Background: an optimization exercise with open tools, aiming at small area and a short achievable clock period. Do not read the settings as production practice.
At most, simulation tests tie the RTL to the original design; equivalence was not proved.
For run 1, only the layout was checked, not whether the RTL still works.
Power figures rest on the tool's default switching activity, not on a simulated workload.

==> flow/design.v, too long to show whole: its modules and the start of the top module <==
// module fa_cell: 4 lines
// module csa_cell: 6 lines
// module maj3_cell: 3 lines
// module ha_cell: 4 lines
// module booth_sel: 5 lines
// module booth_seln: 5 lines
// module xnor2_cell: 3 lines
// module oai22_cell: 3 lines
// module xor2_cell: 3 lines
// module fp_mul_tree_a: 1108 lines
// module fp_mul_tree_b: 58 lines
// module fp_add_lo: 43 lines
// module fp_add_hi: 252 lines
// module fp_add48: 313 lines
// module fp_norm_shift: 20 lines
// module fp_round_inc: 11 lines
// module fp_prefix_and: 10 lines
// module fp_lzc24: 11 lines
// module fp32_mul: 213 lines
module fp32_mul
(
    input  logic        clk,
    input  logic        rst_n,
    input  logic [31:0] a,
    input  logic [31:0] b,
    input  logic        in_valid,
    output logic        out_valid,
    output logic [31:0] result
);
  // ...
==> flow/flow/run.sh <==
#!/bin/bash
# Own layout flow: the standard layout (standard.sh, ORFS from synthesis
# to finish, synthesis unchanged) with two changes to how the layout is made:
#  - repair_timing aims below the clock period: a path with less than
#    SETUP_SLACK_MARGIN ns of setup slack is treated as one to fix;
#  - the port buffers that buffer_ports inserts on every input and output
#    are sky130_fd_sc_hd__buf_2 rather than the cell it picks by default.
# Each tool's full output stays in orfs/logs; make's output in standard.log.
set -euo pipefail
export SETUP_SLACK_MARGIN=5.4
export BUFFER_PORTS_ARGS="-buffer_cell sky130_fd_sc_hd__buf_2"
bash standard.sh > standard.log 2>&1
==> flow/standard.sh <==
#!/bin/bash
# synth_recipe.tcl (not shown) runs the flow's synth.tcl, then flattens the netlist and writes it again
# the make line also repeats each setting of config.mk as NAME=value (left out here)
make -C /OpenROAD-flow-scripts/flow DESIGN_CONFIG=/design/flow/config.mk WORK_HOME=/design/flow/orfs CLKGATE_MAP_FILE= SYNTH_SCRIPT=/design/flow/synth_recipe.tcl "${@:-finish}"
==> flow/config.mk <==
export PLATFORM = sky130hd
export DESIGN_NAME = fp32_mul
export DESIGN_NICKNAME = fp32_mul
export VERILOG_FILES = /design/flow/design.v
export SDC_FILE = /design/flow/constraint.sdc
export NUM_CORES = 4
export LEC_CHECK = 0
export CAP_MARGIN = 20
export CORE_MARGIN = 2
export CORE_UTILIZATION = 40
export CTS_CLUSTER_DIAMETER = 100
export CTS_CLUSTER_SIZE = 25
export SLEW_MARGIN = 20
export SYNTH_HIERARCHICAL = 1
export SYNTH_MINIMUM_KEEP_SIZE = 0
==> flow/constraint.sdc <==
create_clock -name core_clock -period 8.5 [get_ports {clk}]
set_input_delay 1.7000 -clock core_clock [delete_from_list [all_inputs] [get_ports {clk}]]
set_output_delay 1.7000 -clock core_clock [all_outputs]
set_load 0.01 [all_outputs]
==> run_results.csv, run 1 <==
group,metric,value,unit
status,status,"no timing/DRC/antenna violations",
placement,placedInstanceArea,0.0276,sq mm
cts,cts.root.buffer_cell,"sky130_fd_sc_hd__clkbuf_16",
layout,registers.top_by_ff_count,"m2",
pwr,p_total,0.0114,W
route,drt_pass1_iterations,6,
global_route,grt.met2_usage,34.1,%
sta,hold_slack,0.332,ns
sta,final_period_minus_worst_setup_slack,3.20,ns
placement,post-dp-hpwl,51000,microns
route,detail_route.wl_per_cell,21.9,microns
global_route,grt_pass1_wl,114000,microns
pwr,p_int,0.00642,W
floorplan,row_count,93,
route,finalWirelength,74900,microns
pwr,vdd_drop_max,252,uV
floorplan,floorplan.initialDensity,40.5,%
yosys,postSynthAreaPerCell,10.8,sq um
route,detailroute.wirelength.met2,33100,microns
min_path,holdPathStages,0,
sta,max_freq,312,MHz
layout,finalNetCount,2932,
pwr,power-per-cell-area,393,mW/mm^2
cts,cts_setup_buffers,4,
route,drt_iter0_markers,2005,
critical_path,crit_end_element,"flop",
cts,htreeDepth,1,
yosys,yosysWarningCount,10,
placement,finalWeightedCongestion,0.920,
critical_path,reg2reg_depth,11,
pwr,power.static_leakage,11.3,nW
critical_path,timing.reg2reg.setup_slack,5.30,ns
floorplan,coreArea,0.0645,sq mm
cts,worst_setup_hold_path_clk_slew,0.10,ns
layout,layout.cells.non_filler,3411,
cts,cts_buffers,22,
layout,layout.area.seq,0.00819,sq mm
min_path,min-delay-start,"sp3[0]$_DFF_P_",
route,top_signal_layer_used,"met5",
critical_path,timing.critical_path.from_type,"flop",
pwr,p_switching,0.00498,W
critical_path,number_of_gates_on_the_worst_path_with_buffers_counted,11,
critical_path,worstSetupEndpoint,"prod3[47]$_DFF_P_",
layout,flip_flop_count_of_the_largest_register_all_copies_and_words_added,140,
==> module fp_mul_tree_b, before the edit <==
module fp_mul_tree_b (
  input  logic [139:0] m,
  output logic [47:0] r0,
  output logic [47:0] r1
);
  ha_cell us481 (.a(m[3]), .b(m[4]), .s(r1[2]), .co(r0[3]));
  ha_cell us483 (.a(m[6]), .b(m[7]), .s(r1[3]), .co(r0[4]));
  csa_cell us485 (.a(m[10]), .b(m[8]), .ci(m[9]), .s(r1[4]), .co(r0[5]));
  csa_cell us487 (.a(m[11]), .b(m[12]), .ci(m[13]), .s(r1[5]), .co(r0[6]));
  csa_cell us489 (.a(m[14]), .b(m[15]), .ci(m[16]), .s(r1[6]), .co(r0[7]));
  csa_cell us491 (.a(m[17]), .b(m[18]), .ci(m[19]), .s(r1[7]), .co(r0[8]));
  csa_cell us493 (.a(m[20]), .b(m[21]), .ci(m[22]), .s(r1[8]), .co(r0[9]));
  csa_cell us495 (.a(m[23]), .b(m[24]), .ci(m[25]), .s(r1[9]), .co(r0[10]));
  csa_cell us497 (.a(m[26]), .b(m[27]), .ci(m[28]), .s(r1[10]), .co(r0[11]));
  csa_cell us499 (.a(m[29]), .b(m[30]), .ci(m[31]), .s(r1[11]), .co(r0[12]));
  csa_cell us501 (.a(m[32]), .b(m[33]), .ci(m[34]), .s(r1[12]), .co(r0[13]));
  csa_cell us503 (.a(m[35]), .b(m[36]), .ci(m[37]), .s(r1[13]), .co(r0[14]));
  csa_cell us505 (.a(m[38]), .b(m[39]), .ci(m[40]), .s(r1[14]), .co(r0[15]));
  csa_cell us507 (.a(m[41]), .b(m[42]), .ci(m[43]), .s(r1[15]), .co(r0[16]));
  csa_cell us509 (.a(m[44]), .b(m[45]), .ci(m[46]), .s(r1[16]), .co(r0[17]));
  csa_cell us511 (.a(m[47]), .b(m[48]), .ci(m[49]), .s(r1[17]), .co(r0[18]));
  csa_cell us513 (.a(m[50]), .b(m[51]), .ci(m[52]), .s(r1[18]), .co(r0[19]));
  csa_cell us515 (.a(m[53]), .b(m[54]), .ci(m[55]), .s(r1[19]), .co(r0[20]));
  csa_cell us517 (.a(m[56]), .b(m[57]), .ci(m[58]), .s(r1[20]), .co(r0[21]));
  csa_cell us519 (.a(m[59]), .b(m[60]), .ci(m[61]), .s(r1[21]), .co(r0[22]));
  csa_cell us521 (.a(m[62]), .b(m[63]), .ci(m[64]), .s(r1[22]), .co(r0[23]));
  csa_cell us523 (.a(m[65]), .b(m[66]), .ci(m[67]), .s(r1[23]), .co(r0[24]));
  csa_cell us525 (.a(m[68]), .b(m[69]), .ci(m[70]), .s(r1[24]), .co(r0[25]));
  csa_cell us527 (.a(m[71]), .b(m[72]), .ci(m[73]), .s(r1[25]), .co(r0[26]));
  csa_cell us529 (.a(m[74]), .b(m[75]), .ci(m[76]), .s(r1[26]), .co(r0[27]));
  csa_cell us531 (.a(m[77]), .b(m[78]), .ci(m[79]), .s(r1[27]), .co(r0[28]));
  csa_cell us533 (.a(m[80]), .b(m[81]), .ci(m[82]), .s(r1[28]), .co(r0[29]));
  csa_cell us535 (.a(m[83]), .b(m[84]), .ci(m[85]), .s(r1[29]), .co(r0[30]));
  csa_cell us537 (.a(m[86]), .b(m[87]), .ci(m[88]), .s(r1[30]), .co(r0[31]));
  csa_cell us539 (.a(m[89]), .b(m[90]), .ci(m[91]), .s(r1[31]), .co(r0[32]));
  csa_cell us541 (.a(m[92]), .b(m[93]), .ci(m[94]), .s(r1[32]), .co(r0[33]));
  csa_cell us543 (.a(m[95]), .b(m[96]), .ci(m[97]), .s(r1[33]), .co(r0[34]));
  csa_cell us545 (.a(m[100]), .b(m[98]), .ci(m[99]), .s(r1[34]), .co(r0[35]));
  csa_cell us547 (.a(m[101]), .b(m[102]), .ci(m[103]), .s(r1[35]), .co(r0[36]));
  csa_cell us549 (.a(m[104]), .b(m[105]), .ci(m[106]), .s(r1[36]), .co(r0[37]));
  csa_cell us551 (.a(m[107]), .b(m[108]), .ci(m[109]), .s(r1[37]), .co(r0[38]));
  csa_cell us553 (.a(m[110]), .b(m[111]), .ci(m[112]), .s(r1[38]), .co(r0[39]));
  csa_cell us555 (.a(m[113]), .b(m[114]), .ci(m[115]), .s(r1[39]), .co(r0[40]));
  csa_cell us557 (.a(m[116]), .b(m[117]), .ci(m[118]), .s(r1[40]), .co(r0[41]));
  csa_cell us559 (.a(m[119]), .b(m[120]), .ci(m[121]), .s(r1[41]), .co(r0[42]));
  csa_cell us561 (.a(m[122]), .b(m[123]), .ci(m[124]), .s(r1[42]), .co(r0[43]));
  csa_cell us563 (.a(m[125]), .b(m[126]), .ci(m[127]), .s(r1[43]), .co(r0[44]));
  csa_cell us565 (.a(m[128]), .b(m[129]), .ci(m[130]), .s(r1[44]), .co(r0[45]));
  csa_cell us567 (.a(m[131]), .b(m[132]), .ci(m[133]), .s(r1[45]), .co(r0[46]));
  csa_cell us569 (.a(m[134]), .b(m[135]), .ci(m[136]), .s(r1[46]), .co(r0[47]));
  wire c572;
  csa_cell us571 (.a(m[137]), .b(m[138]), .ci(m[139]), .s(r1[47]), .co(c572));
  assign r0[0] = m[0];
  assign r0[1] = m[2];
  assign r0[2] = m[5];
  assign r1[0] = m[1];
  assign r1[1] = 1'b0;
endmodule
==> inputs of run 2 (changes only) <==
--- a/flow/design.v
+++ b/flow/design.v
@@ -1,21 +1,12 @@
 module fa_cell (input logic a, input logic b, input logic ci, output logic s, output logic co);
   assign s  = a ^ b ^ ci;
   assign co = (a & b) | (a & ci) | (b & ci);
 endmodule
-module csa_cell (input logic a, input logic b, input logic ci, output logic s, output logic co);
-  logic t;
-  xor2_cell u_x0 (.a(a), .b(b), .y(t));
-  xor2_cell u_x1 (.a(t), .b(ci), .y(s));
-  maj3_cell u_m (.a(a), .b(b), .c(ci), .y(co));
-endmodule
-module maj3_cell (input logic a, input logic b, input logic c, output logic y);
-  assign y = (a & b) | (a & c) | (b & c);
-endmodule
 module ha_cell (input logic a, input logic b, output logic s, output logic co);
   assign s  = a ^ b;
   assign co = a & b;
 endmodule
 module booth_sel (input logic onen, input logic twon, input logic neg, input logic x0n, input logic x1n, output logic pp);
   logic m;
   oai22_cell u_m (.a(onen), .b(x0n), .c(twon), .d(x1n), .y(m));
   xor2_cell u_x (.a(m), .b(neg), .y(pp));
@@ -1144,61 +1135,61 @@
 endmodule
 module fp_mul_tree_b (
   input  logic [139:0] m,
   output logic [47:0] r0,
   output logic [47:0] r1
 );
   ha_cell us481 (.a(m[3]), .b(m[4]), .s(r1[2]), .co(r0[3]));
   ha_cell us483 (.a(m[6]), .b(m[7]), .s(r1[3]), .co(r0[4]));
-  csa_cell us485 (.a(m[10]), .b(m[8]), .ci(m[9]), .s(r1[4]), .co(r0[5]));
-  csa_cell us487 (.a(m[11]), .b(m[12]), .ci(m[13]), .s(r1[5]), .co(r0[6]));
-  csa_cell us489 (.a(m[14]), .b(m[15]), .ci(m[16]), .s(r1[6]), .co(r0[7]));
-  csa_cell us491 (.a(m[17]), .b(m[18]), .ci(m[19]), .s(r1[7]), .co(r0[8]));
-  csa_cell us493 (.a(m[20]), .b(m[21]), .ci(m[22]), .s(r1[8]), .co(r0[9]));
-  csa_cell us495 (.a(m[23]), .b(m[24]), .ci(m[25]), .s(r1[9]), .co(r0[10]));
-  csa_cell us497 (.a(m[26]), .b(m[27]), .ci(m[28]), .s(r1[10]), .co(r0[11]));
-  csa_cell us499 (.a(m[29]), .b(m[30]), .ci(m[31]), .s(r1[11]), .co(r0[12]));
-  csa_cell us501 (.a(m[32]), .b(m[33]), .ci(m[34]), .s(r1[12]), .co(r0[13]));
-  csa_cell us503 (.a(m[35]), .b(m[36]), .ci(m[37]), .s(r1[13]), .co(r0[14]));
-  csa_cell us505 (.a(m[38]), .b(m[39]), .ci(m[40]), .s(r1[14]), .co(r0[15]));
-  csa_cell us507 (.a(m[41]), .b(m[42]), .ci(m[43]), .s(r1[15]), .co(r0[16]));
-  csa_cell us509 (.a(m[44]), .b(m[45]), .ci(m[46]), .s(r1[16]), .co(r0[17]));
-  csa_cell us511 (.a(m[47]), .b(m[48]), .ci(m[49]), .s(r1[17]), .co(r0[18]));
-  csa_cell us513 (.a(m[50]), .b(m[51]), .ci(m[52]), .s(r1[18]), .co(r0[19]));
-  csa_cell us515 (.a(m[53]), .b(m[54]), .ci(m[55]), .s(r1[19]), .co(r0[20]));
-  csa_cell us517 (.a(m[56]), .b(m[57]), .ci(m[58]), .s(r1[20]), .co(r0[21]));
-  csa_cell us519 (.a(m[59]), .b(m[60]), .ci(m[61]), .s(r1[21]), .co(r0[22]));
-  csa_cell us521 (.a(m[62]), .b(m[63]), .ci(m[64]), .s(r1[22]), .co(r0[23]));
-  csa_cell us523 (.a(m[65]), .b(m[66]), .ci(m[67]), .s(r1[23]), .co(r0[24]));
-  csa_cell us525 (.a(m[68]), .b(m[69]), .ci(m[70]), .s(r1[24]), .co(r0[25]));
-  csa_cell us527 (.a(m[71]), .b(m[72]), .ci(m[73]), .s(r1[25]), .co(r0[26]));
-  csa_cell us529 (.a(m[74]), .b(m[75]), .ci(m[76]), .s(r1[26]), .co(r0[27]));
-  csa_cell us531 (.a(m[77]), .b(m[78]), .ci(m[79]), .s(r1[27]), .co(r0[28]));
-  csa_cell us533 (.a(m[80]), .b(m[81]), .ci(m[82]), .s(r1[28]), .co(r0[29]));
-  csa_cell us535 (.a(m[83]), .b(m[84]), .ci(m[85]), .s(r1[29]), .co(r0[30]));
-  csa_cell us537 (.a(m[86]), .b(m[87]), .ci(m[88]), .s(r1[30]), .co(r0[31]));
-  csa_cell us539 (.a(m[89]), .b(m[90]), .ci(m[91]), .s(r1[31]), .co(r0[32]));
-  csa_cell us541 (.a(m[92]), .b(m[93]), .ci(m[94]), .s(r1[32]), .co(r0[33]));
-  csa_cell us543 (.a(m[95]), .b(m[96]), .ci(m[97]), .s(r1[33]), .co(r0[34]));
-  csa_cell us545 (.a(m[100]), .b(m[98]), .ci(m[99]), .s(r1[34]), .co(r0[35]));
-  csa_cell us547 (.a(m[101]), .b(m[102]), .ci(m[103]), .s(r1[35]), .co(r0[36]));
-  csa_cell us549 (.a(m[104]), .b(m[105]), .ci(m[106]), .s(r1[36]), .co(r0[37]));
-  csa_cell us551 (.a(m[107]), .b(m[108]), .ci(m[109]), .s(r1[37]), .co(r0[38]));
-  csa_cell us553 (.a(m[110]), .b(m[111]), .ci(m[112]), .s(r1[38]), .co(r0[39]));
-  csa_cell us555 (.a(m[113]), .b(m[114]), .ci(m[115]), .s(r1[39]), .co(r0[40]));
-  csa_cell us557 (.a(m[116]), .b(m[117]), .ci(m[118]), .s(r1[40]), .co(r0[41]));
-  csa_cell us559 (.a(m[119]), .b(m[120]), .ci(m[121]), .s(r1[41]), .co(r0[42]));
-  csa_cell us561 (.a(m[122]), .b(m[123]), .ci(m[124]), .s(r1[42]), .co(r0[43]));
-  csa_cell us563 (.a(m[125]), .b(m[126]), .ci(m[127]), .s(r1[43]), .co(r0[44]));
-  csa_cell us565 (.a(m[128]), .b(m[129]), .ci(m[130]), .s(r1[44]), .co(r0[45]));
-  csa_cell us567 (.a(m[131]), .b(m[132]), .ci(m[133]), .s(r1[45]), .co(r0[46]));
-  csa_cell us569 (.a(m[134]), .b(m[135]), .ci(m[136]), .s(r1[46]), .co(r0[47]));
+  fa_cell us485 (.a(m[10]), .b(m[8]), .ci(m[9]), .s(r1[4]), .co(r0[5]));
+  fa_cell us487 (.a(m[11]), .b(m[12]), .ci(m[13]), .s(r1[5]), .co(r0[6]));
+  fa_cell us489 (.a(m[14]), .b(m[15]), .ci(m[16]), .s(r1[6]), .co(r0[7]));
+  fa_cell us491 (.a(m[17]), .b(m[18]), .ci(m[19]), .s(r1[7]), .co(r0[8]));
+  fa_cell us493 (.a(m[20]), .b(m[21]), .ci(m[22]), .s(r1[8]), .co(r0[9]));
+  fa_cell us495 (.a(m[23]), .b(m[24]), .ci(m[25]), .s(r1[9]), .co(r0[10]));
+  fa_cell us497 (.a(m[26]), .b(m[27]), .ci(m[28]), .s(r1[10]), .co(r0[11]));
+  fa_cell us499 (.a(m[29]), .b(m[30]), .ci(m[31]), .s(r1[11]), .co(r0[12]));
+  fa_cell us501 (.a(m[32]), .b(m[33]), .ci(m[34]), .s(r1[12]), .co(r0[13]));
+  fa_cell us503 (.a(m[35]), .b(m[36]), .ci(m[37]), .s(r1[13]), .co(r0[14]));
+  fa_cell us505 (.a(m[38]), .b(m[39]), .ci(m[40]), .s(r1[14]), .co(r0[15]));
+  fa_cell us507 (.a(m[41]), .b(m[42]), .ci(m[43]), .s(r1[15]), .co(r0[16]));
+  fa_cell us509 (.a(m[44]), .b(m[45]), .ci(m[46]), .s(r1[16]), .co(r0[17]));
+  fa_cell us511 (.a(m[47]), .b(m[48]), .ci(m[49]), .s(r1[17]), .co(r0[18]));
+  fa_cell us513 (.a(m[50]), .b(m[51]), .ci(m[52]), .s(r1[18]), .co(r0[19]));
+  fa_cell us515 (.a(m[53]), .b(m[54]), .ci(m[55]), .s(r1[19]), .co(r0[20]));
+  fa_cell us517 (.a(m[56]), .b(m[57]), .ci(m[58]), .s(r1[20]), .co(r0[21]));
+  fa_cell us519 (.a(m[59]), .b(m[60]), .ci(m[61]), .s(r1[21]), .co(r0[22]));
+  fa_cell us521 (.a(m[62]), .b(m[63]), .ci(m[64]), .s(r1[22]), .co(r0[23]));
+  fa_cell us523 (.a(m[65]), .b(m[66]), .ci(m[67]), .s(r1[23]), .co(r0[24]));
+  fa_cell us525 (.a(m[68]), .b(m[69]), .ci(m[70]), .s(r1[24]), .co(r0[25]));
+  fa_cell us527 (.a(m[71]), .b(m[72]), .ci(m[73]), .s(r1[25]), .co(r0[26]));
+  fa_cell us529 (.a(m[74]), .b(m[75]), .ci(m[76]), .s(r1[26]), .co(r0[27]));
+  fa_cell us531 (.a(m[77]), .b(m[78]), .ci(m[79]), .s(r1[27]), .co(r0[28]));
+  fa_cell us533 (.a(m[80]), .b(m[81]), .ci(m[82]), .s(r1[28]), .co(r0[29]));
+  fa_cell us535 (.a(m[83]), .b(m[84]), .ci(m[85]), .s(r1[29]), .co(r0[30]));
+  fa_cell us537 (.a(m[86]), .b(m[87]), .ci(m[88]), .s(r1[30]), .co(r0[31]));
+  fa_cell us539 (.a(m[89]), .b(m[90]), .ci(m[91]), .s(r1[31]), .co(r0[32]));
+  fa_cell us541 (.a(m[92]), .b(m[93]), .ci(m[94]), .s(r1[32]), .co(r0[33]));
+  fa_cell us543 (.a(m[95]), .b(m[96]), .ci(m[97]), .s(r1[33]), .co(r0[34]));
+  fa_cell us545 (.a(m[100]), .b(m[98]), .ci(m[99]), .s(r1[34]), .co(r0[35]));
+  fa_cell us547 (.a(m[101]), .b(m[102]), .ci(m[103]), .s(r1[35]), .co(r0[36]));
+  fa_cell us549 (.a(m[104]), .b(m[105]), .ci(m[106]), .s(r1[36]), .co(r0[37]));
+  fa_cell us551 (.a(m[107]), .b(m[108]), .ci(m[109]), .s(r1[37]), .co(r0[38]));
+  fa_cell us553 (.a(m[110]), .b(m[111]), .ci(m[112]), .s(r1[38]), .co(r0[39]));
+  fa_cell us555 (.a(m[113]), .b(m[114]), .ci(m[115]), .s(r1[39]), .co(r0[40]));
+  fa_cell us557 (.a(m[116]), .b(m[117]), .ci(m[118]), .s(r1[40]), .co(r0[41]));
+  fa_cell us559 (.a(m[119]), .b(m[120]), .ci(m[121]), .s(r1[41]), .co(r0[42]));
+  fa_cell us561 (.a(m[122]), .b(m[123]), .ci(m[124]), .s(r1[42]), .co(r0[43]));
+  fa_cell us563 (.a(m[125]), .b(m[126]), .ci(m[127]), .s(r1[43]), .co(r0[44]));
+  fa_cell us565 (.a(m[128]), .b(m[129]), .ci(m[130]), .s(r1[44]), .co(r0[45]));
+  fa_cell us567 (.a(m[131]), .b(m[132]), .ci(m[133]), .s(r1[45]), .co(r0[46]));
+  fa_cell us569 (.a(m[134]), .b(m[135]), .ci(m[136]), .s(r1[46]), .co(r0[47]));
   wire c572;
-  csa_cell us571 (.a(m[137]), .b(m[138]), .ci(m[139]), .s(r1[47]), .co(c572));
+  fa_cell us571 (.a(m[137]), .b(m[138]), .ci(m[139]), .s(r1[47]), .co(c572));
   assign r0[0] = m[0];
   assign r0[1] = m[2];
   assign r0[2] = m[5];
   assign r1[0] = m[1];
   assign r1[1] = 1'b0;
 endmodule
 module fp_add_lo (
     input  logic [7:0] a,
@@ -1498,272 +1489,434 @@
 module fp_add48 (
     input  logic [47:0] a,
     input  logic [47:0] b,
     output logic [47:0] s
 );
   logic [47:0] p, g;
   assign p = a ^ b;
   assign g = a & b;
-  wire gg1 = g[1] | (p[1] & g[0]);
-  wire pp1 = p[1] & p[0];
-  wire gg2 = g[3] | (p[3] & g[2]);
-  wire pp2 = p[3] & p[2];
-  wire gg3 = g[5] | (p[5] & g[4]);
-  wire pp3 = p[5] & p[4];
-  wire gg4 = g[7] | (p[7] & g[6]);
-  wire pp4 = p[7] & p[6];
-  wire gg5 = g[9] | (p[9] & g[8]);
-  wire pp5 = p[9] & p[8];
-  wire gg6 = g[11] | (p[11] & g[10]);
-  wire pp6 = p[11] & p[10];
-  wire gg7 = g[13] | (p[13] & g[12]);
-  wire pp7 = p[13] & p[12];
-  wire gg8 = g[15] | (p[15] & g[14]);
-  wire pp8 = p[15] & p[14];
-  wire gg9 = g[17] | (p[17] & g[16]);
-  wire pp9 = p[17] & p[16];
-  wire gg10 = g[19] | (p[19] & g[18]);
-  wire pp10 = p[19] & p[18];
-  wire gg11 = g[21] | (p[21] & g[20]);
-  wire pp11 = p[21] & p[20];
-  wire gg12 = g[23] | (p[23] & g[22]);
-  wire pp12 = p[23] & p[22];
-  wire gg13 = g[25] | (p[25] & g[24]);
-  wire pp13 = p[25] & p[24];
-  wire gg14 = g[27] | (p[27] & g[26]);
-  wire pp14 = p[27] & p[26];
-  wire gg15 = g[29] | (p[29] & g[28]);
-  wire pp15 = p[29] & p[28];
-  wire gg16 = g[31] | (p[31] & g[30]);
-  wire pp16 = p[31] & p[30];
-  wire gg17 = g[33] | (p[33] & g[32]);
-  wire pp17 = p[33] & p[32];
-  wire gg18 = g[35] | (p[35] & g[34]);
-  wire pp18 = p[35] & p[34];
-  wire gg19 = g[37] | (p[37] & g[36]);
-  wire pp19 = p[37] & p[36];
-  wire gg20 = g[39] | (p[39] & g[38]);
-  wire pp20 = p[39] & p[38];
-  wire gg21 = g[41] | (p[41] & g[40]);
-  wire pp21 = p[41] & p[40];
-  wire gg22 = g[43] | (p[43] & g[42]);
-  wire pp22 = p[43] & p[42];
-  wire gg23 = g[45] | (p[45] & g[44]);
-  wire pp23 = p[45] & p[44];
-  wire gg24 = g[47] | (p[47] & g[46]);
-  wire pp24 = p[47] & p[46];
-  wire gg25 = g[2] | (p[2] & gg1);
-  wire pp25 = p[2] & pp1;
-  wire gg26 = gg2 | (pp2 & gg1);
-  wire pp26 = pp2 & pp1;
-  wire gg27 = g[6] | (p[6] & gg3);
-  wire pp27 = p[6] & pp3;
-  wire gg28 = gg4 | (pp4 & gg3);
-  wire pp28 = pp4 & pp3;
-  wire gg29 = g[10] | (p[10] & gg5);
-  wire pp29 = p[10] & pp5;
-  wire gg30 = gg6 | (pp6 & gg5);
-  wire pp30 = pp6 & pp5;
-  wire gg31 = g[14] | (p[14] & gg7);
-  wire pp31 = p[14] & pp7;
-  wire gg32 = gg8 | (pp8 & gg7);
-  wire pp32 = pp8 & pp7;
-  wire gg33 = g[18] | (p[18] & gg9);
-  wire pp33 = p[18] & pp9;
-  wire gg34 = gg10 | (pp10 & gg9);
-  wire pp34 = pp10 & pp9;
-  wire gg35 = g[22] | (p[22] & gg11);
-  wire pp35 = p[22] & pp11;
-  wire gg36 = gg12 | (pp12 & gg11);
-  wire pp36 = pp12 & pp11;
-  wire gg37 = g[26] | (p[26] & gg13);
-  wire pp37 = p[26] & pp13;
-  wire gg38 = gg14 | (pp14 & gg13);
-  wire pp38 = pp14 & pp13;
-  wire gg39 = g[30] | (p[30] & gg15);
-  wire pp39 = p[30] & pp15;
-  wire gg40 = gg16 | (pp16 & gg15);
-  wire pp40 = pp16 & pp15;
-  wire gg41 = g[34] | (p[34] & gg17);
-  wire pp41 = p[34] & pp17;
-  wire gg42 = gg18 | (pp18 & gg17);
-  wire pp42 = pp18 & pp17;
-  wire gg43 = g[38] | (p[38] & gg19);
-  wire pp43 = p[38] & pp19;
-  wire gg44 = gg20 | (pp20 & gg19);
-  wire pp44 = pp20 & pp19;
-  wire gg45 = g[42] | (p[42] & gg21);
-  wire pp45 = p[42] & pp21;
-  wire gg46 = gg22 | (pp22 & gg21);
-  wire pp46 = pp22 & pp21;
-  wire gg47 = g[46] | (p[46] & gg23);
-  wire pp47 = p[46] & pp23;
-  wire gg48 = gg24 | (pp24 & gg23);
-  wire pp48 = pp24 & pp23;
-  wire gg49 = g[4] | (p[4] & gg26);
-  wire pp49 = p[4] & pp26;
-  wire gg50 = gg3 | (pp3 & gg26);
-  wire pp50 = pp3 & pp26;
-  wire gg51 = gg27 | (pp27 & gg26);
-  wire pp51 = pp27 & pp26;
-  wire gg52 = gg28 | (pp28 & gg26);
-  wire pp52 = pp28 & pp26;
-  wire gg53 = g[12] | (p[12] & gg30);
-  wire pp53 = p[12] & pp30;
-  wire gg54 = gg7 | (pp7 & gg30);
-  wire pp54 = pp7 & pp30;
-  wire gg55 = gg31 | (pp31 & gg30);
-  wire pp55 = pp31 & pp30;
-  wire gg56 = gg32 | (pp32 & gg30);
-  wire pp56 = pp32 & pp30;
-  wire gg57 = g[20] | (p[20] & gg34);
-  wire pp57 = p[20] & pp34;
-  wire gg58 = gg11 | (pp11 & gg34);
-  wire pp58 = pp11 & pp34;
-  wire gg59 = gg35 | (pp35 & gg34);
-  wire pp59 = pp35 & pp34;
-  wire gg60 = gg36 | (pp36 & gg34);
-  wire pp60 = pp36 & pp34;
-  wire gg61 = g[28] | (p[28] & gg38);
-  wire pp61 = p[28] & pp38;
-  wire gg62 = gg15 | (pp15 & gg38);
-  wire pp62 = pp15 & pp38;
-  wire gg63 = gg39 | (pp39 & gg38);
-  wire pp63 = pp39 & pp38;
-  wire gg64 = gg40 | (pp40 & gg38);
-  wire pp64 = pp40 & pp38;
-  wire gg65 = g[36] | (p[36] & gg42);
-  wire pp65 = p[36] & pp42;
-  wire gg66 = gg19 | (pp19 & gg42);
-  wire pp66 = pp19 & pp42;
-  wire gg67 = gg43 | (pp43 & gg42);
-  wire pp67 = pp43 & pp42;
-  wire gg68 = gg44 | (pp44 & gg42);
-  wire pp68 = pp44 & pp42;
-  wire gg69 = g[44] | (p[44] & gg46);
-  wire pp69 = p[44] & pp46;
-  wire gg70 = gg23 | (pp23 & gg46);
-  wire pp70 = pp23 & pp46;
-  wire gg71 = gg47 | (pp47 & gg46);
-  wire pp71 = pp47 & pp46;
-  wire gg72 = gg48 | (pp48 & gg46);
-  wire pp72 = pp48 & pp46;
-  wire gg73 = g[8] | (p[8] & gg52);
-  wire pp73 = p[8] & pp52;
-  wire gg74 = gg5 | (pp5 & gg52);
-  wire pp74 = pp5 & pp52;
-  wire gg75 = gg29 | (pp29 & gg52);
-  wire pp75 = pp29 & pp52;
-  wire gg76 = gg30 | (pp30 & gg52);
-  wire pp76 = pp30 & pp52;
-  wire gg77 = gg53 | (pp53 & gg52);
-  wire pp77 = pp53 & pp52;
-  wire gg78 = gg54 | (pp54 & gg52);
-  wire pp78 = pp54 & pp52;
-  wire gg79 = gg55 | (pp55 & gg52);
-  wire pp79 = pp55 & pp52;
-  wire gg80 = gg56 | (pp56 & gg52);
-  wire pp80 = pp56 & pp52;
-  wire gg81 = g[24] | (p[24] & gg60);
-  wire pp81 = p[24] & pp60;
-  wire gg82 = gg13 | (pp13 & gg60);
-  wire pp82 = pp13 & pp60;
-  wire gg83 = gg37 | (pp37 & gg60);
-  wire pp83 = pp37 & pp60;
-  wire gg84 = gg38 | (pp38 & gg60);
-  wire pp84 = pp38 & pp60;
-  wire gg85 = gg61 | (pp61 & gg60);
-  wire pp85 = pp61 & pp60;
-  wire gg86 = gg62 | (pp62 & gg60);
-  wire pp86 = pp62 & pp60;
-  wire gg87 = gg63 | (pp63 & gg60);
-  wire pp87 = pp63 & pp60;
-  wire gg88 = gg64 | (pp64 & gg60);
-  wire pp88 = pp64 & pp60;
-  wire gg89 = g[40] | (p[40] & gg68);
-  wire pp89 = p[40] & pp68;
-  wire gg90 = gg21 | (pp21 & gg68);
-  wire pp90 = pp21 & pp68;
-  wire gg91 = gg45 | (pp45 & gg68);
-  wire pp91 = pp45 & pp68;
-  wire gg92 = gg46 | (pp46 & gg68);
-  wire pp92 = pp46 & pp68;
-  wire gg93 = gg69 | (pp69 & gg68);
-  wire pp93 = pp69 & pp68;
-  wire gg94 = gg70 | (pp70 & gg68);
-  wire pp94 = pp70 & pp68;
-  wire gg95 = gg71 | (pp71 & gg68);
-  wire pp95 = pp71 & pp68;
-  wire gg96 = gg72 | (pp72 & gg68);
-  wire pp96 = pp72 & pp68;
-  wire gg97 = g[16] | (p[16] & gg80);
-  wire pp97 = p[16] & pp80;
-  wire gg98 = gg9 | (pp9 & gg80);
-  wire pp98 = pp9 & pp80;
-  wire gg99 = gg33 | (pp33 & gg80);
-  wire pp99 = pp33 & pp80;
-  wire gg100 = gg34 | (pp34 & gg80);
-  wire pp100 = pp34 & pp80;
-  wire gg101 = gg57 | (pp57 & gg80);
-  wire pp101 = pp57 & pp80;
-  wire gg102 = gg58 | (pp58 & gg80);
-  wire pp102 = pp58 & pp80;
-  wire gg103 = gg59 | (pp59 & gg80);
-  wire pp103 = pp59 & pp80;
-  wire gg104 = gg60 | (pp60 & gg80);
-  wire pp104 = pp60 & pp80;
-  wire gg105 = gg81 | (pp81 & gg80);
-  wire pp105 = pp81 & pp80;
-  wire gg106 = gg82 | (pp82 & gg80);
-  wire pp106 = pp82 & pp80;
-  wire gg107 = gg83 | (pp83 & gg80);
-  wire pp107 = pp83 & pp80;
-  wire gg108 = gg84 | (pp84 & gg80);
-  wire pp108 = pp84 & pp80;
-  wire gg109 = gg85 | (pp85 & gg80);
-  wire pp109 = pp85 & pp80;
-  wire gg110 = gg86 | (pp86 & gg80);
-  wire pp110 = pp86 & pp80;
-  wire gg111 = gg87 | (pp87 & gg80);
-  wire pp111 = pp87 & pp80;
-  wire gg112 = gg88 | (pp88 & gg80);
-  wire pp112 = pp88 & pp80;
-  wire gg113 = g[32] | (p[32] & gg112);
-  wire pp113 = p[32] & pp112;
-  wire gg114 = gg17 | (pp17 & gg112);
-  wire pp114 = pp17 & pp112;
-  wire gg115 = gg41 | (pp41 & gg112);
-  wire pp115 = pp41 & pp112;
-  wire gg116 = gg42 | (pp42 & gg112);
-  wire pp116 = pp42 & pp112;
-  wire gg117 = gg65 | (pp65 & gg112);
-  wire pp117 = pp65 & pp112;
-  wire gg118 = gg66 | (pp66 & gg112);
-  wire pp118 = pp66 & pp112;
-  wire gg119 = gg67 | (pp67 & gg112);
-  wire pp119 = pp67 & pp112;
-  wire gg120 = gg68 | (pp68 & gg112);
-  wire pp120 = pp68 & pp112;
-  wire gg121 = gg89 | (pp89 & gg112);
-  wire pp121 = pp89 & pp112;
-  wire gg122 = gg90 | (pp90 & gg112);
-  wire pp122 = pp90 & pp112;
-  wire gg123 = gg91 | (pp91 & gg112);
-  wire pp123 = pp91 & pp112;
-  wire gg124 = gg92 | (pp92 & gg112);
-  wire pp124 = pp92 & pp112;
-  wire gg125 = gg93 | (pp93 & gg112);
-  wire pp125 = pp93 & pp112;
-  wire gg126 = gg94 | (pp94 & gg112);
-  wire pp126 = pp94 & pp112;
-  wire gg127 = gg95 | (pp95 & gg112);
-  wire pp127 = pp95 & pp112;
-  wire gg128 = gg96 | (pp96 & gg112);
-  wire pp128 = pp96 & pp112;
+  wire gg1;
+  ao21_cell ugg1 (.a(g[1]), .b(p[1]), .c(g[0]), .y(gg1));
+  wire gg2;
+  ao21_cell ugg2 (.a(g[3]), .b(p[3]), .c(g[2]), .y(gg2));
+  wire pp2;
+  and2_cell upp2 (.a(p[3]), .b(p[2]), .y(pp2));
+  wire gg3;
+  ao21_cell ugg3 (.a(g[5]), .b(p[5]), .c(g[4]), .y(gg3));
+  wire pp3;
+  and2_cell upp3 (.a(p[5]), .b(p[4]), .y(pp3));
+  wire gg4;
+  ao21_cell ugg4 (.a(g[7]), .b(p[7]), .c(g[6]), .y(gg4));
+  wire pp4;
+  and2_cell upp4 (.a(p[7]), .b(p[6]), .y(pp4));
+  wire gg5;
+  ao21_cell ugg5 (.a(g[9]), .b(p[9]), .c(g[8]), .y(gg5));
+  wire pp5;
+  and2_cell upp5 (.a(p[9]), .b(p[8]), .y(pp5));
+  wire gg6;
+  ao21_cell ugg6 (.a(g[11]), .b(p[11]), .c(g[10]), .y(gg6));
+  wire pp6;
+  and2_cell upp6 (.a(p[11]), .b(p[10]), .y(pp6));
+  wire gg7;
+  ao21_cell ugg7 (.a(g[13]), .b(p[13]), .c(g[12]), .y(gg7));
+  wire pp7;
+  and2_cell upp7 (.a(p[13]), .b(p[12]), .y(pp7));
+  wire gg8;
+  ao21_cell ugg8 (.a(g[15]), .b(p[15]), .c(g[14]), .y(gg8));
+  wire pp8;
+  and2_cell upp8 (.a(p[15]), .b(p[14]), .y(pp8));
+  wire gg9;
+  ao21_cell ugg9 (.a(g[17]), .b(p[17]), .c(g[16]), .y(gg9));
+  wire pp9;
+  and2_cell upp9 (.a(p[17]), .b(p[16]), .y(pp9));
+  wire gg10;
+  ao21_cell ugg10 (.a(g[19]), .b(p[19]), .c(g[18]), .y(gg10));
+  wire pp10;
+  and2_cell upp10 (.a(p[19]), .b(p[18]), .y(pp10));
+  wire gg11;
+  ao21_cell ugg11 (.a(g[21]), .b(p[21]), .c(g[20]), .y(gg11));
+  wire pp11;
+  and2_cell upp11 (.a(p[21]), .b(p[20]), .y(pp11));
+  wire gg12;
+  ao21_cell ugg12 (.a(g[23]), .b(p[23]), .c(g[22]), .y(gg12));
+  wire pp12;
+  and2_cell upp12 (.a(p[23]), .b(p[22]), .y(pp12));
+  wire gg13;
+  ao21_cell ugg13 (.a(g[25]), .b(p[25]), .c(g[24]), .y(gg13));
+  wire pp13;
+  and2_cell upp13 (.a(p[25]), .b(p[24]), .y(pp13));
+  wire gg14;
+  ao21_cell ugg14 (.a(g[27]), .b(p[27]), .c(g[26]), .y(gg14));
+  wire pp14;
+  and2_cell upp14 (.a(p[27]), .b(p[26]), .y(pp14));
+  wire gg15;
+  ao21_cell ugg15 (.a(g[29]), .b(p[29]), .c(g[28]), .y(gg15));
+  wire pp15;
+  and2_cell upp15 (.a(p[29]), .b(p[28]), .y(pp15));
+  wire gg16;
+  ao21_cell ugg16 (.a(g[31]), .b(p[31]), .c(g[30]), .y(gg16));
+  wire pp16;
+  and2_cell upp16 (.a(p[31]), .b(p[30]), .y(pp16));
+  wire gg17;
+  ao21_cell ugg17 (.a(g[33]), .b(p[33]), .c(g[32]), .y(gg17));
+  wire pp17;
+  and2_cell upp17 (.a(p[33]), .b(p[32]), .y(pp17));
+  wire gg18;
+  ao21_cell ugg18 (.a(g[35]), .b(p[35]), .c(g[34]), .y(gg18));
+  wire pp18;
+  and2_cell upp18 (.a(p[35]), .b(p[34]), .y(pp18));
+  wire gg19;
+  ao21_cell ugg19 (.a(g[37]), .b(p[37]), .c(g[36]), .y(gg19));
+  wire pp19;
+  and2_cell upp19 (.a(p[37]), .b(p[36]), .y(pp19));
+  wire gg20;
+  ao21_cell ugg20 (.a(g[39]), .b(p[39]), .c(g[38]), .y(gg20));
+  wire pp20;
+  and2_cell upp20 (.a(p[39]), .b(p[38]), .y(pp20));
+  wire gg21;
+  ao21_cell ugg21 (.a(g[41]), .b(p[41]), .c(g[40]), .y(gg21));
+  wire pp21;
+  and2_cell upp21 (.a(p[41]), .b(p[40]), .y(pp21));
+  wire gg22;
+  ao21_cell ugg22 (.a(g[43]), .b(p[43]), .c(g[42]), .y(gg22));
+  wire pp22;
+  and2_cell upp22 (.a(p[43]), .b(p[42]), .y(pp22));
+  wire gg23;
+  ao21_cell ugg23 (.a(g[45]), .b(p[45]), .c(g[44]), .y(gg23));
+  wire pp23;
+  and2_cell upp23 (.a(p[45]), .b(p[44]), .y(pp23));
+  wire gg24;
+  ao21_cell ugg24 (.a(g[47]), .b(p[47]), .c(g[46]), .y(gg24));
+  wire pp24;
+  and2_cell upp24 (.a(p[47]), .b(p[46]), .y(pp24));
+  wire gg25;
+  ao21_cell ugg25 (.a(g[2]), .b(p[2]), .c(gg1), .y(gg25));
+  wire gg26;
+  ao21_cell ugg26 (.a(gg2), .b(pp2), .c(gg1), .y(gg26));
+  wire gg27;
+  ao21_cell ugg27 (.a(g[6]), .b(p[6]), .c(gg3), .y(gg27));
+  wire pp27;
+  and2_cell upp27 (.a(p[6]), .b(pp3), .y(pp27));
+  wire gg28;
+  ao21_cell ugg28 (.a(gg4), .b(pp4), .c(gg3), .y(gg28));
+  wire pp28;
+  and2_cell upp28 (.a(pp4), .b(pp3), .y(pp28));
+  wire gg29;
+  ao21_cell ugg29 (.a(g[10]), .b(p[10]), .c(gg5), .y(gg29));
+  wire pp29;
+  and2_cell upp29 (.a(p[10]), .b(pp5), .y(pp29));
+  wire gg30;
+  ao21_cell ugg30 (.a(gg6), .b(pp6), .c(gg5), .y(gg30));
+  wire pp30;
+  and2_cell upp30 (.a(pp6), .b(pp5), .y(pp30));
+  wire gg31;
+  ao21_cell ugg31 (.a(g[14]), .b(p[14]), .c(gg7), .y(gg31));
+  wire pp31;
+  and2_cell upp31 (.a(p[14]), .b(pp7), .y(pp31));
+  wire gg32;
+  ao21_cell ugg32 (.a(gg8), .b(pp8), .c(gg7), .y(gg32));
+  wire pp32;
+  and2_cell upp32 (.a(pp8), .b(pp7), .y(pp32));
+  wire gg33;
+  ao21_cell ugg33 (.a(g[18]), .b(p[18]), .c(gg9), .y(gg33));
+  wire pp33;
+  and2_cell upp33 (.a(p[18]), .b(pp9), .y(pp33));
+  wire gg34;
+  ao21_cell ugg34 (.a(gg10), .b(pp10), .c(gg9), .y(gg34));
+  wire pp34;
+  and2_cell upp34 (.a(pp10), .b(pp9), .y(pp34));
+  wire gg35;
+  ao21_cell ugg35 (.a(g[22]), .b(p[22]), .c(gg11), .y(gg35));
+  wire pp35;
+  and2_cell upp35 (.a(p[22]), .b(pp11), .y(pp35));
+  wire gg36;
+  ao21_cell ugg36 (.a(gg12), .b(pp12), .c(gg11), .y(gg36));
+  wire pp36;
+  and2_cell upp36 (.a(pp12), .b(pp11), .y(pp36));
+  wire gg37;
+  ao21_cell ugg37 (.a(g[26]), .b(p[26]), .c(gg13), .y(gg37));
+  wire pp37;
+  and2_cell upp37 (.a(p[26]), .b(pp13), .y(pp37));
+  wire gg38;
+  ao21_cell ugg38 (.a(gg14), .b(pp14), .c(gg13), .y(gg38));
+  wire pp38;
+  and2_cell upp38 (.a(pp14), .b(pp13), .y(pp38));
+  wire gg39;
+  ao21_cell ugg39 (.a(g[30]), .b(p[30]), .c(gg15), .y(gg39));
+  wire pp39;
+  and2_cell upp39 (.a(p[30]), .b(pp15), .y(pp39));
+  wire gg40;
+  ao21_cell ugg40 (.a(gg16), .b(pp16), .c(gg15), .y(gg40));
+  wire pp40;
+  and2_cell upp40 (.a(pp16), .b(pp15), .y(pp40));
+  wire gg41;
+  ao21_cell ugg41 (.a(g[34]), .b(p[34]), .c(gg17), .y(gg41));
+  wire pp41;
+  and2_cell upp41 (.a(p[34]), .b(pp17), .y(pp41));
+  wire gg42;
+  ao21_cell ugg42 (.a(gg18), .b(pp18), .c(gg17), .y(gg42));
+  wire pp42;
+  and2_cell upp42 (.a(pp18), .b(pp17), .y(pp42));
+  wire gg43;
+  ao21_cell ugg43 (.a(g[38]), .b(p[38]), .c(gg19), .y(gg43));
+  wire pp43;
+  and2_cell upp43 (.a(p[38]), .b(pp19), .y(pp43));
+  wire gg44;
+  ao21_cell ugg44 (.a(gg20), .b(pp20), .c(gg19), .y(gg44));
+  wire pp44;
+  and2_cell upp44 (.a(pp20), .b(pp19), .y(pp44));
+  wire gg45;
+  ao21_cell ugg45 (.a(g[42]), .b(p[42]), .c(gg21), .y(gg45));
+  wire pp45;
+  and2_cell upp45 (.a(p[42]), .b(pp21), .y(pp45));
+  wire gg46;
+  ao21_cell ugg46 (.a(gg22), .b(pp22), .c(gg21), .y(gg46));
+  wire pp46;
+  and2_cell upp46 (.a(pp22), .b(pp21), .y(pp46));
+  wire gg47;
+  ao21_cell ugg47 (.a(g[46]), .b(p[46]), .c(gg23), .y(gg47));
+  wire pp47;
+  and2_cell upp47 (.a(p[46]), .b(pp23), .y(pp47));
+  wire gg48;
+  ao21_cell ugg48 (.a(gg24), .b(pp24), .c(gg23), .y(gg48));
+  wire pp48;
+  and2_cell upp48 (.a(pp24), .b(pp23), .y(pp48));
+  wire gg49;
+  ao21_cell ugg49 (.a(g[4]), .b(p[4]), .c(gg26), .y(gg49));
+  wire gg50;
+  ao21_cell ugg50 (.a(gg3), .b(pp3), .c(gg26), .y(gg50));
+  wire gg51;
+  ao21_cell ugg51 (.a(gg27), .b(pp27), .c(gg26), .y(gg51));
+  wire gg52;
+  ao21_cell ugg52 (.a(gg28), .b(pp28), .c(gg26), .y(gg52));
+  wire gg53;
+  ao21_cell ugg53 (.a(g[12]), .b(p[12]), .c(gg30), .y(gg53));
+  wire pp53;
+  and2_cell upp53 (.a(p[12]), .b(pp30), .y(pp53));
+  wire gg54;
+  ao21_cell ugg54 (.a(gg7), .b(pp7), .c(gg30), .y(gg54));
+  wire pp54;
+  and2_cell upp54 (.a(pp7), .b(pp30), .y(pp54));
+  wire gg55;
+  ao21_cell ugg55 (.a(gg31), .b(pp31), .c(gg30), .y(gg55));
+  wire pp55;
+  and2_cell upp55 (.a(pp31), .b(pp30), .y(pp55));
+  wire gg56;
+  ao21_cell ugg56 (.a(gg32), .b(pp32), .c(gg30), .y(gg56));
+  wire pp56;
+  and2_cell upp56 (.a(pp32), .b(pp30), .y(pp56));
+  wire gg57;
+  ao21_cell ugg57 (.a(g[20]), .b(p[20]), .c(gg34), .y(gg57));
+  wire pp57;
+  and2_cell upp57 (.a(p[20]), .b(pp34), .y(pp57));
+  wire gg58;
+  ao21_cell ugg58 (.a(gg11), .b(pp11), .c(gg34), .y(gg58));
+  wire pp58;
+  and2_cell upp58 (.a(pp11), .b(pp34), .y(pp58));
+  wire gg59;
+  ao21_cell ugg59 (.a(gg35), .b(pp35), .c(gg34), .y(gg59));
+  wire pp59;
+  and2_cell upp59 (.a(pp35), .b(pp34), .y(pp59));
+  wire gg60;
+  ao21_cell ugg60 (.a(gg36), .b(pp36), .c(gg34), .y(gg60));
+  wire pp60;
+  and2_cell upp60 (.a(pp36), .b(pp34), .y(pp60));
+  wire gg61;
+  ao21_cell ugg61 (.a(g[28]), .b(p[28]), .c(gg38), .y(gg61));
+  wire pp61;
+  and2_cell upp61 (.a(p[28]), .b(pp38), .y(pp61));
+  wire gg62;
+  ao21_cell ugg62 (.a(gg15), .b(pp15), .c(gg38), .y(gg62));
+  wire pp62;
+  and2_cell upp62 (.a(pp15), .b(pp38), .y(pp62));
+  wire gg63;
+  ao21_cell ugg63 (.a(gg39), .b(pp39), .c(gg38), .y(gg63));
+  wire pp63;
+  and2_cell upp63 (.a(pp39), .b(pp38), .y(pp63));
+  wire gg64;
+  ao21_cell ugg64 (.a(gg40), .b(pp40), .c(gg38), .y(gg64));
+  wire pp64;
+  and2_cell upp64 (.a(pp40), .b(pp38), .y(pp64));
+  wire gg65;
+  ao21_cell ugg65 (.a(g[36]), .b(p[36]), .c(gg42), .y(gg65));
+  wire pp65;
+  and2_cell upp65 (.a(p[36]), .b(pp42), .y(pp65));
+  wire gg66;
+  ao21_cell ugg66 (.a(gg19), .b(pp19), .c(gg42), .y(gg66));
+  wire pp66;
+  and2_cell upp66 (.a(pp19), .b(pp42), .y(pp66));
+  wire gg67;
+  ao21_cell ugg67 (.a(gg43), .b(pp43), .c(gg42), .y(gg67));
+  wire pp67;
+  and2_cell upp67 (.a(pp43), .b(pp42), .y(pp67));
+  wire gg68;
+  ao21_cell ugg68 (.a(gg44), .b(pp44), .c(gg42), .y(gg68));
+  wire pp68;
+  and2_cell upp68 (.a(pp44), .b(pp42), .y(pp68));
+  wire gg69;
+  ao21_cell ugg69 (.a(g[44]), .b(p[44]), .c(gg46), .y(gg69));
+  wire pp69;
+  and2_cell upp69 (.a(p[44]), .b(pp46), .y(pp69));
+  wire gg70;
+  ao21_cell ugg70 (.a(gg23), .b(pp23), .c(gg46), .y(gg70));
+  wire pp70;
+  and2_cell upp70 (.a(pp23), .b(pp46), .y(pp70));
+  wire gg71;
+  ao21_cell ugg71 (.a(gg47), .b(pp47), .c(gg46), .y(gg71));
+  wire pp71;
+  and2_cell upp71 (.a(pp47), .b(pp46), .y(pp71));
+  wire gg72;
+  ao21_cell ugg72 (.a(gg48), .b(pp48), .c(gg46), .y(gg72));
+  wire pp72;
+  and2_cell upp72 (.a(pp48), .b(pp46), .y(pp72));
+  wire gg73;
+  ao21_cell ugg73 (.a(g[8]), .b(p[8]), .c(gg52), .y(gg73));
+  wire gg74;
+  ao21_cell ugg74 (.a(gg5), .b(pp5), .c(gg52), .y(gg74));
+  wire gg75;
+  ao21_cell ugg75 (.a(gg29), .b(pp29), .c(gg52), .y(gg75));
+  wire gg76;
+  ao21_cell ugg76 (.a(gg30), .b(pp30), .c(gg52), .y(gg76));
+  wire gg77;
+  ao21_cell ugg77 (.a(gg53), .b(pp53), .c(gg52), .y(gg77));
+  wire gg78;
+  ao21_cell ugg78 (.a(gg54), .b(pp54), .c(gg52), .y(gg78));
+  wire gg79;
+  ao21_cell ugg79 (.a(gg55), .b(pp55), .c(gg52), .y(gg79));
+  wire gg80;
+  ao21_cell ugg80 (.a(gg56), .b(pp56), .c(gg52), .y(gg80));
+  wire gg81;
+  ao21_cell ugg81 (.a(g[24]), .b(p[24]), .c(gg60), .y(gg81));
+  wire pp81;
+  and2_cell upp81 (.a(p[24]), .b(pp60), .y(pp81));
+  wire gg82;
+  ao21_cell ugg82 (.a(gg13), .b(pp13), .c(gg60), .y(gg82));
+  wire pp82;
+  and2_cell upp82 (.a(pp13), .b(pp60), .y(pp82));
+  wire gg83;
+  ao21_cell ugg83 (.a(gg37), .b(pp37), .c(gg60), .y(gg83));
+  wire pp83;
+  and2_cell upp83 (.a(pp37), .b(pp60), .y(pp83));
+  wire gg84;
+  ao21_cell ugg84 (.a(gg38), .b(pp38), .c(gg60), .y(gg84));
+  wire pp84;
+  and2_cell upp84 (.a(pp38), .b(pp60), .y(pp84));
+  wire gg85;
+  ao21_cell ugg85 (.a(gg61), .b(pp61), .c(gg60), .y(gg85));
+  wire pp85;
+  and2_cell upp85 (.a(pp61), .b(pp60), .y(pp85));
+  wire gg86;
+  ao21_cell ugg86 (.a(gg62), .b(pp62), .c(gg60), .y(gg86));
+  wire pp86;
+  and2_cell upp86 (.a(pp62), .b(pp60), .y(pp86));
+  wire gg87;
+  ao21_cell ugg87 (.a(gg63), .b(pp63), .c(gg60), .y(gg87));
+  wire pp87;
+  and2_cell upp87 (.a(pp63), .b(pp60), .y(pp87));
+  wire gg88;
+  ao21_cell ugg88 (.a(gg64), .b(pp64), .c(gg60), .y(gg88));
+  wire pp88;
+  and2_cell upp88 (.a(pp64), .b(pp60), .y(pp88));
+  wire gg89;
+  ao21_cell ugg89 (.a(g[40]), .b(p[40]), .c(gg68), .y(gg89));
+  wire pp89;
+  and2_cell upp89 (.a(p[40]), .b(pp68), .y(pp89));
+  wire gg90;
+  ao21_cell ugg90 (.a(gg21), .b(pp21), .c(gg68), .y(gg90));
+  wire pp90;
+  and2_cell upp90 (.a(pp21), .b(pp68), .y(pp90));
+  wire gg91;
+  ao21_cell ugg91 (.a(gg45), .b(pp45), .c(gg68), .y(gg91));
+  wire pp91;
+  and2_cell upp91 (.a(pp45), .b(pp68), .y(pp91));
+  wire gg92;
+  ao21_cell ugg92 (.a(gg46), .b(pp46), .c(gg68), .y(gg92));
+  wire pp92;
+  and2_cell upp92 (.a(pp46), .b(pp68), .y(pp92));
+  wire gg93;
+  ao21_cell ugg93 (.a(gg69), .b(pp69), .c(gg68), .y(gg93));
+  wire pp93;
+  and2_cell upp93 (.a(pp69), .b(pp68), .y(pp93));
+  wire gg94;
+  ao21_cell ugg94 (.a(gg70), .b(pp70), .c(gg68), .y(gg94));
+  wire pp94;
+  and2_cell upp94 (.a(pp70), .b(pp68), .y(pp94));
+  wire gg95;
+  ao21_cell ugg95 (.a(gg71), .b(pp71), .c(gg68), .y(gg95));
+  wire pp95;
+  and2_cell upp95 (.a(pp71), .b(pp68), .y(pp95));
+  wire gg96;
+  ao21_cell ugg96 (.a(gg72), .b(pp72), .c(gg68), .y(gg96));
+  wire pp96;
+  and2_cell upp96 (.a(pp72), .b(pp68), .y(pp96));
+  wire gg97;
+  ao21_cell ugg97 (.a(g[16]), .b(p[16]), .c(gg80), .y(gg97));
+  wire gg98;
+  ao21_cell ugg98 (.a(gg9), .b(pp9), .c(gg80), .y(gg98));
+  wire gg99;
+  ao21_cell ugg99 (.a(gg33), .b(pp33), .c(gg80), .y(gg99));
+  wire gg100;
+  ao21_cell ugg100 (.a(gg34), .b(pp34), .c(gg80), .y(gg100));
+  wire gg101;
+  ao21_cell ugg101 (.a(gg57), .b(pp57), .c(gg80), .y(gg101));
+  wire gg102;
+  ao21_cell ugg102 (.a(gg58), .b(pp58), .c(gg80), .y(gg102));
+  wire gg103;
+  ao21_cell ugg103 (.a(gg59), .b(pp59), .c(gg80), .y(gg103));
+  wire gg104;
+  ao21_cell ugg104 (.a(gg60), .b(pp60), .c(gg80), .y(gg104));
+  wire gg105;
+  ao21_cell ugg105 (.a(gg81), .b(pp81), .c(gg80), .y(gg105));
+  wire gg106;
+  ao21_cell ugg106 (.a(gg82), .b(pp82), .c(gg80), .y(gg106));
+  wire gg107;
+  ao21_cell ugg107 (.a(gg83), .b(pp83), .c(gg80), .y(gg107));
+  wire gg108;
+  ao21_cell ugg108 (.a(gg84), .b(pp84), .c(gg80), .y(gg108));
+  wire gg109;
+  ao21_cell ugg109 (.a(gg85), .b(pp85), .c(gg80), .y(gg109));
+  wire gg110;
+  ao21_cell ugg110 (.a(gg86), .b(pp86), .c(gg80), .y(gg110));
+  wire gg111;
+  ao21_cell ugg111 (.a(gg87), .b(pp87), .c(gg80), .y(gg111));
+  wire gg112;
+  ao21_cell ugg112 (.a(gg88), .b(pp88), .c(gg80), .y(gg112));
+  wire gg113;
+  ao21_cell ugg113 (.a(g[32]), .b(p[32]), .c(gg112), .y(gg113));
+  wire gg114;
+  ao21_cell ugg114 (.a(gg17), .b(pp17), .c(gg112), .y(gg114));
+  wire gg115;
+  ao21_cell ugg115 (.a(gg41), .b(pp41), .c(gg112), .y(gg115));
+  wire gg116;
+  ao21_cell ugg116 (.a(gg42), .b(pp42), .c(gg112), .y(gg116));
+  wire gg117;
+  ao21_cell ugg117 (.a(gg65), .b(pp65), .c(gg112), .y(gg117));
+  wire gg118;
+  ao21_cell ugg118 (.a(gg66), .b(pp66), .c(gg112), .y(gg118));
+  wire gg119;
+  ao21_cell ugg119 (.a(gg67), .b(pp67), .c(gg112), .y(gg119));
+  wire gg120;
+  ao21_cell ugg120 (.a(gg68), .b(pp68), .c(gg112), .y(gg120));
+  wire gg121;
+  ao21_cell ugg121 (.a(gg89), .b(pp89), .c(gg112), .y(gg121));
+  wire gg122;
+  ao21_cell ugg122 (.a(gg90), .b(pp90), .c(gg112), .y(gg122));
+  wire gg123;
+  ao21_cell ugg123 (.a(gg91), .b(pp91), .c(gg112), .y(gg123));
+  wire gg124;
+  ao21_cell ugg124 (.a(gg92), .b(pp92), .c(gg112), .y(gg124));
+  wire gg125;
+  ao21_cell ugg125 (.a(gg93), .b(pp93), .c(gg112), .y(gg125));
+  wire gg126;
+  ao21_cell ugg126 (.a(gg94), .b(pp94), .c(gg112), .y(gg126));
+  wire gg127;
+  ao21_cell ugg127 (.a(gg95), .b(pp95), .c(gg112), .y(gg127));
+  wire gg128;
+  ao21_cell ugg128 (.a(gg96), .b(pp96), .c(gg112), .y(gg128));
   assign s[0] = p[0] ^ 1'b0;
   assign s[1] = p[1] ^ g[0];
   assign s[2] = p[2] ^ gg1;
   assign s[3] = p[3] ^ gg25;
   assign s[4] = p[4] ^ gg26;
   assign s[5] = p[5] ^ gg49;
   assign s[6] = p[6] ^ gg50;
   assign s[7] = p[7] ^ gg51;
@@ -1803,16 +1956,22 @@
   assign s[41] = p[41] ^ gg121;
   assign s[42] = p[42] ^ gg122;
   assign s[43] = p[43] ^ gg123;
   assign s[44] = p[44] ^ gg124;
   assign s[45] = p[45] ^ gg125;
   assign s[46] = p[46] ^ gg126;
   assign s[47] = p[47] ^ gg127;
 endmodule
+module ao21_cell (input logic a, input logic b, input logic c, output logic y);
+  assign y = a | (b & c);
+endmodule
+module and2_cell (input logic a, input logic b, output logic y);
+  assign y = a & b;
+endmodule
 module fp_norm_shift (
     input  logic [47:0] p,
     input  logic [4:0]  sh,
     output logic [25:0] win,
     output logic        st21
 );
     logic [47:0] t16, t8, t4, t2, t1;
     logic [21:0] por;
==> run 2 against run 1 <==
Still clean on timing, DRC and antenna. Global-route usage hardly changed. Sequential share of layout area is 0.52 points higher. Cell area fell by 1.8%. Largest cell class unchanged.
==> run_results.csv, run 2 <==
group,metric,value,unit
cts,cts_hold_buffers,0,
placement,finalWeightedCongestion,0.890,
sta,maxSlewHeadroom,25.4,%
yosys,synth.largest_area_cell,"sky130_fd_sc_hd__dfxtp_1",
sta,tns,0,ns
yosys,synth_ff_type,"sky130_fd_sc_hd__dfxtp_1",
placement,io_buffer_count,99,
global_route,grt_pass1_wl,114000,microns
route,drt_iter0_markers,1774,
layout,layout.cells.non_filler,3325,
floorplan,row_count,93,
yosys,compound_gate_portion_of_the_synthesized_area,13.6,%
yosys,synthTopCellsByArea,"sky130_fd_sc_hd__dfxtp_1 (31%), sky130_fd_sc_hd__fa_1 (21%), sky130_fd_sc_hd__xor2_1 (7.4%)",
layout,layout.area.seq,0.00820,sq mm
status,status,"no timing/DRC/antenna violations",
sta,worst_slew_pin_slew,1.11,ns
yosys,synth_seq_cells,403,
sta,fin_skew,0.0352,ns
layout,most_frequent_standard_cell_in_the_layout_excluding_fill_and_tap_cells,"sky130_fd_sc_hd__dfxtp_1",
yosys,yosysWarningCount,10,
yosys,synth.mux.area_fraction,6.37,%
layout,finalNetCount,2884,
yosys,syn-cell-area,0.0260,sq mm
layout,final_cell_area,0.0285,sq mm
yosys,post_synth_and_or_nand_nor_area_fraction,7.65,%
floorplan,chipWidth,259,microns
layout,share_of_the_core_filled_with_cells_in_the_final_layout,44.3,%
yosys,synth.most_common_cell,"sky130_fd_sc_hd__dfxtp_1",
sta,finalHoldViolations,0,
route,drtAntennaViolNets,0,
cts,cts.root.buffer_cell,"sky130_fd_sc_hd__clkbuf_16",
layout,multi_input_area,0.0172,sq mm
floorplan,floorplan.initialDensity,40.4,%
pwr,power.static_leakage,11.8,nW
pwr,power-per-cell-area,387,mW/mm^2
cts,cts_tree,"built",
route,finalWirelength,73200,microns
floorplan,i_o_pin_cnt,100,
run,max_cap_viols,0,
yosys,synth.yosys.seq_area_share,31.1,%
yosys,synth_xor_xnor_area_share,13.4,%
cts,htreeDepth,1,
cts,cts.sinks,403,
sta,setup-violations-final,0,
global_route,global_route.usage.total,21.6,%
global_route,maximum_number_of_pins_on_one_net_before_global_route_repair,42,
yosys,synth_top_family_by_area,"adder cells",
min_path,worst_min_delay_path_category,"flop to flop",
yosys,synth-edff-count,0,
critical_path,critPathKind,"flop to flop",
critical_path,worst_ep_arrival_time,3.55,ns
cts,cts_max_path_buffers,3,
sta,maxSlewViolCount,0,
critical_path,timing.critical_path.from_type,"flop",
layout,flip_flop_count_of_the_largest_register_all_copies_and_words_added,140,
cts,worst_setup_hold_path_clk_slew,0.10,ns
yosys,postSynthAreaPerCell,11.1,sq um
critical_path,timing.reg2reg.setup_slack,5.41,ns
yosys,yosysUniqueCellTypes,68,
global_route,first_global_vias,19900,
floorplan,die_height,259,microns
cts,clock_latency_late_sink,0.57,ns
global_route,grt_antenna_before_repair,1,
yosys,synthDominantCellAreaShare,30.7,%
pwr,p_total,0.0110,W
layout,most-common-layout-cells,"sky130_fd_sc_hd__dfxtp_1 (361), sky130_fd_sc_hd__o22ai_1 (276), sky130_fd_sc_hd__fa_1 (271), sky130_fd_sc_hd__xor2_1 (220), sky130_fd_sc_hd__xnor2_1 (174)",
placement,post-dp-hpwl,51500,microns
route,drc_errors,0,
sta,min_period_over_period,36.4,%
placement,placedInstanceArea,0.0275,sq mm
sta,final_period_minus_worst_setup_slack,3.09,ns
route,detail_route.wl_per_cell,22.0,microns
layout,syn_to_final_growth,9.64,%
yosys,postSynth.asyncResetShare,1.24,%
sta,rsz0062_at_grt,"no",
layout,share_of_cells_above_drive_strength_1,11.8,%
route,viasPerCell,5.67,
floorplan,die-area,0.0670,sq mm
critical_path,path_max_fanout,25,
sta,max_freq,323,MHz
yosys,synthCells,2346,
yosys,synth.top_cells.by_count,"sky130_fd_sc_hd__dfxtp_1 (398), sky130_fd_sc_hd__o22ai_1 (276), sky130_fd_sc_hd__fa_1 (271)",
critical_path,crit_required,8.96,ns
global_route,grt_remaining_overflow,0,
layout,fillCellCount,6006,
cts,cts_buffers,22,
route,drt_pass1_iterations,6,
yosys,fraction_of_the_mapped_netlist_area_in_adder_cells,25.0,%
critical_path,crit_end_element,"flop",
placement,dp.cells,3281,
floorplan,coreArea,0.0643,sq mm
route,num_vias,18900,
layout,registers.top_by_ff_count,"m2",
pwr,vdd_drop_max,228,uV
layout,largestRegisters,"m2 x140, prod3 x48, result x32",
[run 2: cell count changes in the layout (fill, tap and decap cells not counted), sizes merged, moves of 26 or more]
| cell | change |
|---|---|
| a21o | +110 |
| and2 | +72 |
| xor2 | -52 |
| maj3 | -43 |
| fa | +38 |
| a21oi | -26 |
[run 2: metrics by stage]
stage          hold slack, ns  setup slack, ns
5_1_grt                 0.333             5.40
3_3_place_gp            0.313             4.72
3_5_place_dp            0.312             4.55
4_1_cts                 0.324             5.40
6_report                0.327             5.41
2_1_floorplan           0.310             5.46
[run 2: area by class of cell]
| class | count | share of cell area, % |
|---|---|---|
| Sequential cell | 403 | 28.8 |
| Antenna cell | 2 | 0.0176 |
| Timing Repair Buffer | 144 | 3.50 |
| Inverter | 88 | 1.16 |
| Clock inverter | 7 | 0.299 |
| Tap cell | 855 | 3.75 |
| Clock buffer | 25 | 2.05 |
| Multi-Input combinational cell | 1801 | 60.5 |
[run 2: critical path: stages, from the launching register on]
cell and delay (ns):
sky130_fd_sc_hd__dfxtp_1 0.34, sky130_fd_sc_hd__buf_6 0.26, sky130_fd_sc_hd__o22ai_1 0.16, sky130_fd_sc_hd__xnor2_1 0.18, sky130_fd_sc_hd__fa_1 0.68, sky130_fd_sc_hd__fa_1 0.47, sky130_fd_sc_hd__fa_1 0.41, sky130_fd_sc_hd__fa_1 0.45
[run 2: cell families (layout without fill, tap and decap cells)]
group,count (synthesis),after routing
buf+inv,149,264
simple gates,380,380
mux,129,129
xor+xnor,395,395
other cells,2,11
flops,403,403
fa+ha+maj,358,358
compound gates,530,530
[run 2: routing by layer]
metal / global-route usage [%] / share of wire, %
met4: 8.04 / 3.6
met1: 29.1 / 43
met3: 4.01 / 8.0
met5: 0 / 0.018
met2: 34.6 / 45
[run 2: what timing repair did]
action                     CTS  global route
setup buffers                2             8
gates resized for setup     53            51
setup endpoints to repair  119            94
pin swaps                    1             2
[run 2: report_power, final]
part | internal, W | switching [W] | total [W]
sequential | 0.00266 | 0.000567 | 0.00322
clock | 0.000510 | 0.000647 | 0.00116
combinational | 0.00313 | 0.00353 | 0.00666
[run 2: Yosys stat by module, one instance, submodules excluded, a selection]
module / cell area, sq um / copies in the design / cells inside
oai22_cell: 6.26 / 276 / 1
xnor2_cell: 8.76 / 144 / 1
fp_add48: 1020 / 1 / 95
fp32_mul: 10200 / 1 / 719
fa_cell: 20.0 / 264 / 1
xor2_cell: 8.76 / 132 / 1
fp_mul_tree_b: 41.3 / 1 / 6
ha_cell: 12.5 / 22 / 1
and2_cell: 6.26 / 77 / 1
fp_round_inc: 201 / 1 / 23
[run 2: path summary, 6_finish.rpt]
path,startpoint,endpoint,cells after the start
hold reg to reg,e0_3[1]$_DFF_P_,e0_4[1]$_DFF_P_,0
setup reg to reg,sa1_n[16]$_DFF_P_,m2[66]$_DFF_P_,7
max in group asynchronous,rst_n,v5$_DFF_PN0_,1
setup / recovery,sa1_n[16]$_DFF_P_,m2[66]$_DFF_P_,7
min in group asynchronous,rst_n,v3$_DFF_PN0_,1
hold / removal,e0_3[1]$_DFF_P_,e0_4[1]$_DFF_P_,0

==> afterwards: timing with drivers on the ports <==
Ports are ideal in the flow. The routed layouts listed here were re-timed in OpenROAD. Step 1 (the two cells are an assumption about what drives the block):
set clk [get_ports {clk}]
set_driving_cell -lib_cell sky130_fd_sc_hd__clkbuf_16 $clk
set_driving_cell -lib_cell sky130_fd_sc_hd__buf_2 [delete_from_list [all_inputs] $clk]
Step 2 also shifts input and output timing later by t, the mid clock arrival at the registers, as if the neighbouring blocks saw the same clock. Three values: no drivers, after step 1, after step 2; two values: the first two.
| run | t (ns) | slack for setup (ns) | latest minus earliest clock arrival (ns) | slew at the worst register clock pin (ns) | cell pins on the clock port's net |
|---|---|---|---|---|---|
| run 1 | 0.625 | 5.300 / 5.300 / 5.182 | 0.061 / 0.061 | 0.12 / 0.12 | 1 |
| run 2 | 0.621 | 5.406 / 5.406 / 4.881 | 0.040 / 0.041 | 0.10 / 0.10 | 1 |
After both steps setup and hold are still met in every run listed. For run 2, which loses most, drivers alone change the setup slack by 0.000 ns; drivers and shift together by -0.525 ns.
